What follows belongs to an exercise in optimizing a design on an open flow for small area; a production flow would make more cautious choices. RTL that was checked went through simulation tests only; none was proved equivalent to the original. Power figures rest on the tool's default switching activity, not on a simulated workload.

==> module flash_download_sequencer, before the edit <==
module flash_download_sequencer (
   input  logic        clock,
   input  logic        reset,
   input  logic        csr_valid,
   output logic        csr_ready,
   input  logic [2:0]  csr_index,
   input  logic [31:0] csr_data,
   input  logic        req_tvalid,
   output logic        req_tready,
   input  logic [31:0] req_tdata,   
   input  logic [10:0] req_tuser,   
   output logic        rsp_tvalid,
   input  logic        rsp_tready,
   output logic [71:0] rsp_tdata,
   output logic [2:0]  rsp_tuser    
);
   localparam logic [2:0] C_PROG    = 3'd0;
   localparam logic [2:0] C_UNL_OK  = 3'd1;
   localparam logic [2:0] C_UNL_BAD = 3'd2;
   localparam logic [2:0] C_SIZE    = 3'd3;
   localparam logic [2:0] C_XFER    = 3'd4;
   localparam logic [2:0] C_EXIT    = 3'd5;
   localparam logic [2:0] C_UNK     = 3'd6;
   localparam logic [2:0] S_IDLE = 3'd0;
   localparam logic [2:0] S_PROG = 3'd1;
   localparam logic [2:0] S_UNLK = 3'd2;
   localparam logic [2:0] S_DONE = 3'd3;
   localparam logic [2:0] S_EXIT = 3'd4;
   localparam logic [2:0] S_SZ0  = 3'd6;
   localparam logic [2:0] S_SZ1  = 3'd7;
   logic [10:0] program_id, unlock_id, size_id, transfer_id, exit_id;
   logic [31:0] unlock_key, image_base;
   assign csr_ready = 1'b1;
   logic [31:0] cdata;
   logic [6:0]  cwe;
   assign cdata = csr_data & {32{~reset}};
   always_comb begin
      for (int i = 0; i < 7; i++) cwe[i] = reset | (csr_valid & (csr_index == 3'(i)));
   end
   always_ff @(posedge clock) begin
      if (cwe[0]) program_id  <= {cdata[10:1], cdata[0] | reset};
      if (cwe[1]) unlock_id   <= {cdata[10:2], cdata[1] | reset, cdata[0]};
      if (cwe[2]) size_id     <= {cdata[10:2], cdata[1] | reset, cdata[0] | reset};
      if (cwe[3]) transfer_id <= {cdata[10:3], cdata[2] | reset, cdata[1:0]};
      if (cwe[4]) exit_id     <= {cdata[10:3], cdata[2] | reset, cdata[1], cdata[0] | reset};
      if (cwe[5]) unlock_key  <= cdata;
      if (cwe[6]) image_base  <= cdata;
   end
   logic [2:0] push_code;
   always_comb begin
      if (req_tuser == program_id)       push_code = C_PROG;
      else if (req_tuser == unlock_id)   push_code = (req_tdata == unlock_key) ? C_UNL_OK
                                                                               : C_UNL_BAD;
      else if (req_tuser == size_id)     push_code = C_SIZE;
      else if (req_tuser == transfer_id) push_code = C_XFER;
      else if (req_tuser == exit_id)     push_code = C_EXIT;
      else                               push_code = C_UNK;
   end
   logic [31:0] q_data [4];
   logic [2:0]  q_code [4];
   logic [1:0]  wr_ptr, rd_ptr;
   logic        q_full;
   logic        q_empty;
   logic        push, pop;
   assign q_empty    = (wr_ptr == rd_ptr) & ~q_full;
   assign req_tready = ~q_full;
   assign push       = req_tvalid & ~q_full;
   always_ff @(posedge clock) begin
      if (reset) begin
         wr_ptr <= '0;
         rd_ptr <= '0;
         q_full <= 1'b0;
      end else begin
         if (push) wr_ptr <= wr_ptr + 2'd1;
         if (pop)  rd_ptr <= rd_ptr + 2'd1;
         if (push & ~pop)      q_full <= (wr_ptr + 2'd1 == rd_ptr);
         else if (pop & ~push) q_full <= 1'b0;
      end
   end
   always_ff @(posedge clock) begin
      if (push) begin
         q_data[wr_ptr] <= req_tdata;
         q_code[wr_ptr] <= push_code;
      end
   end
   logic [31:0] h_data;
   logic [2:0]  h_code;
   assign h_data = q_data[rd_ptr];
   assign h_code = q_code[rd_ptr];
   logic [2:0]  stage;
   logic [31:0] addr;        
   logic [7:0]  wip;         
   logic [29:0] rem_q;       
   logic        rem_nz;      
   logic        r_valid;
   logic        r_neg, r_none, r_wv, r_commit, r_launch;
   logic [31:0] r_data;
   logic        exec;
   logic        sized;
   logic        last;
   assign exec  = ~q_empty & (~r_valid | rsp_tready);
   assign pop   = exec;
   assign sized = (stage[2:1] == 2'b11);
   assign last  = (rem_q == 30'd0) | ((rem_q == 30'd1) & ~rem_nz);
   always_ff @(posedge clock) begin
      if (reset) begin
         stage   <= S_IDLE;
         r_valid <= 1'b0;
      end else begin
         if (exec | rsp_tready) r_valid <= exec;
         if (exec) begin
            case (h_code)
               C_PROG:    stage <= (stage == S_IDLE) ? S_PROG : S_IDLE;
               C_UNL_OK:  stage <= (stage == S_PROG) ? S_UNLK : S_IDLE;
               C_UNL_BAD: stage <= S_IDLE;
               C_SIZE:    if (stage == S_UNLK) stage <= S_SZ0;
               C_XFER:    if (sized) stage <= last ? S_DONE : S_SZ1;
               C_EXIT:    if (stage == S_DONE) stage <= S_EXIT;
               default: ;
            endcase
         end
      end
   end
   always_ff @(posedge clock) begin
      if (exec) begin
         r_neg    <= 1'b1;
         r_none   <= 1'b0;
         r_wv     <= 1'b0;
         r_commit <= 1'b0;
         r_launch <= 1'b0;
         case (h_code)
            C_PROG: begin
               if (stage == S_IDLE) begin
                  r_neg <= 1'b0;
                  addr  <= image_base;
                  wip   <= '0;
               end
            end
            C_UNL_OK: begin
               if (stage == S_PROG) r_neg <= 1'b0;
            end
            C_SIZE: begin
               if (stage == S_UNLK) begin
                  r_neg  <= 1'b0;
                  rem_q  <= h_data[31:2];
                  rem_nz <= |h_data[1:0];
               end
            end
            C_XFER: begin
               if (sized) begin
                  r_neg    <= 1'b0;
                  r_wv     <= 1'b1;
                  r_data   <= h_data;
                  r_commit <= &wip;
                  addr     <= addr + {29'd0, stage[0], 2'b00};
                  wip      <= wip + 8'd1;
                  rem_q    <= rem_q - 30'd1;
               end
            end
            C_EXIT: begin
               if (stage == S_DONE) begin
                  r_neg    <= 1'b0;
                  r_launch <= 1'b1;
               end
            end
            C_UNL_BAD: ;
            default: begin
               r_neg  <= 1'b0;
               r_none <= 1'b1;
            end
         endcase
      end
   end
   assign rsp_tvalid = r_valid;
   assign rsp_tdata  = {6'b0, r_launch, r_commit,
                        r_data & {32{r_wv}}, addr & {32{r_wv}}};
   assign rsp_tuser  = {r_wv, r_none, r_neg};
endmodule
==> flow/config.mk <==
export PLATFORM = sky130hd
export DESIGN_NAME = flash_download_sequencer
export DESIGN_NICKNAME = flash_download_sequencer
export VERILOG_FILES = /design/flow/design.v
export SDC_FILE = /design/flow/constraint.sdc
export NUM_CORES = 4
export LEC_CHECK = 0
export CAP_MARGIN = 20
export CORE_MARGIN = 2
export CORE_UTILIZATION = 40
export SLEW_MARGIN = 20
==> flow/constraint.sdc <==
create_clock -name core_clock -period 4.0 [get_ports {clock}]
set_input_delay 0.8000 -clock core_clock [delete_from_list [all_inputs] [get_ports {clock}]]
set_output_delay 0.8000 -clock core_clock [all_outputs]
set_load 0.01 [all_outputs]
standard.sh (not shown) runs the stock make flow with config.mk's settings and CLKGATE_MAP_FILE= SYNTH_SCRIPT=/design/flow/synth_recipe.tcl, a recipe that flattens the netlist after the stock synthesis.
==> flow/flow/run.sh <==
#!/bin/bash
# Standard ORFS layout with two changes: the port buffers use the smallest
# buffer cell, and clock tree synthesis inserts no dummy loads and uses
# clkbuf_8 with larger sink clusters.
set -euo pipefail
export BUFFER_PORTS_ARGS="-buffer_cell sky130_fd_sc_hd__buf_1"
export CTS_ARGS="-sink_clustering_enable -repair_clock_nets -dont_use_dummy_load -buf_list sky130_fd_sc_hd__clkbuf_8 -sink_clustering_size 20 -sink_clustering_max_diameter 60"
bash standard.sh > standard_flow.log 2>&1
Change:
--- a/flow/design.v
+++ b/flow/design.v
@@ -30,4 +30,9 @@
    localparam logic [2:0] S_SZ0  = 3'd6;
    localparam logic [2:0] S_SZ1  = 3'd7;
+   localparam logic [2:0] R_POS    = 3'b000;
+   localparam logic [2:0] R_NEG    = 3'b001;
+   localparam logic [2:0] R_NONE   = 3'b010;
+   localparam logic [2:0] R_LAUNCH = 3'b011;
+   localparam logic [2:0] R_WRITE  = 3'b100;
    logic [10:0] program_id, unlock_id, size_id, transfer_id, exit_id;
    logic [31:0] unlock_key, image_base;
@@ -90,10 +95,10 @@
    assign h_code = q_code[rd_ptr];
    logic [2:0]  stage;
-   logic [31:0] addr;        
+   logic [31:0] addr_n;      
    logic [7:0]  wip;         
    logic [29:0] rem_q;       
    logic        rem_nz;      
    logic        r_valid;
-   logic        r_neg, r_none, r_wv, r_commit, r_launch;
+   logic [2:0]  r_code;
    logic [31:0] r_data;
    logic        exec;
@@ -125,23 +130,19 @@
    always_ff @(posedge clock) begin
       if (exec) begin
-         r_neg    <= 1'b1;
-         r_none   <= 1'b0;
-         r_wv     <= 1'b0;
-         r_commit <= 1'b0;
-         r_launch <= 1'b0;
+         r_code <= R_NEG;
          case (h_code)
             C_PROG: begin
                if (stage == S_IDLE) begin
-                  r_neg <= 1'b0;
-                  addr  <= image_base;
-                  wip   <= '0;
+                  r_code <= R_POS;
+                  addr_n <= image_base;
+                  wip    <= '0;
                end
             end
             C_UNL_OK: begin
-               if (stage == S_PROG) r_neg <= 1'b0;
+               if (stage == S_PROG) r_code <= R_POS;
             end
             C_SIZE: begin
                if (stage == S_UNLK) begin
-                  r_neg  <= 1'b0;
+                  r_code <= R_POS;
                   rem_q  <= h_data[31:2];
                   rem_nz <= |h_data[1:0];
@@ -150,30 +151,29 @@
             C_XFER: begin
                if (sized) begin
-                  r_neg    <= 1'b0;
-                  r_wv     <= 1'b1;
-                  r_data   <= h_data;
-                  r_commit <= &wip;
-                  addr     <= addr + {29'd0, stage[0], 2'b00};
-                  wip      <= wip + 8'd1;
-                  rem_q    <= rem_q - 30'd1;
+                  r_code <= {R_WRITE[2:1], &wip};
+                  r_data <= h_data;
+                  addr_n <= addr_n + {29'd0, stage[0], 2'b00};
+                  wip    <= wip + 8'd1;
+                  rem_q  <= rem_q - 30'd1;
                end
             end
             C_EXIT: begin
-               if (stage == S_DONE) begin
-                  r_neg    <= 1'b0;
-                  r_launch <= 1'b1;
-               end
+               if (stage == S_DONE) r_code <= R_LAUNCH;
             end
             C_UNL_BAD: ;
-            default: begin
-               r_neg  <= 1'b0;
-               r_none <= 1'b1;
-            end
+            default: r_code <= R_NONE;
          endcase
       end
    end
+   logic r_wv;
+   assign r_wv = r_code[2];
    assign rsp_tvalid = r_valid;
-   assign rsp_tdata  = {6'b0, r_launch, r_commit,
-                        r_data & {32{r_wv}}, addr & {32{r_wv}}};
-   assign rsp_tuser  = {r_wv, r_none, r_neg};
+   assign rsp_tdata  = {6'b0,
+                        ~r_wv & r_code[1] & r_code[0],           
+                        r_wv & r_code[0],                        
+                        r_data & {32{r_wv}},
+                        addr_n & {32{r_wv}}};
+   assign rsp_tuser  = {r_wv,
+                        ~r_wv & r_code[1] & ~r_code[0],          
+                        ~r_wv & ~r_code[1] & r_code[0]};         
 endmodule
First-iteration DRC count decreases by 11%; global-route usage came out lower by 0.39 points; synthesized cell count went up by 0.89%; core utilization fell by 0.12 points; non-clock buffer count drops by 2; area after synthesis stays flat; power came out higher by 0.58%; clock power came out lower by about 3%.
For the second run of this note, only the layout was checked, not whether the RTL still works.

[what the ideal ports hide]
How much do the figures lean on ideal ports? The routed layouts below were timed once more, with nothing changed but the port constraints. Step 1 (the two cells are an assumption about what drives the block):
set clk [get_ports {clock}]
set_driving_cell -lib_cell sky130_fd_sc_hd__clkbuf_16 $clk
set_driving_cell -lib_cell sky130_fd_sc_hd__buf_2 [delete_from_list [all_inputs] $clk]
Step 2, shift: input delay + t, output delay - t, t = (earliest + latest rising clock arrival at the registers) / 2. This alone moves slack from input paths to output paths. a / b / c = no drivers / after step 1 / after step 2; a / b = the first two.
| run | shift t [ns] | setup WS [ns] | worst slew at a driven data input, ns | cell pins on the clock port's net |
|---|---|---|---|---|
| the first run | 0.629 | 1.120 / 1.120 / 0.936 | 0.09 | 1 |
| the second run | 0.629 | 1.097 / 1.046 / 1.063 | 0.10 | 1 |
After both steps every run listed still meets setup and hold. The setup slack of the first run, which loses most, moves by 0.000 ns with the drivers and by -0.184 ns with both steps.
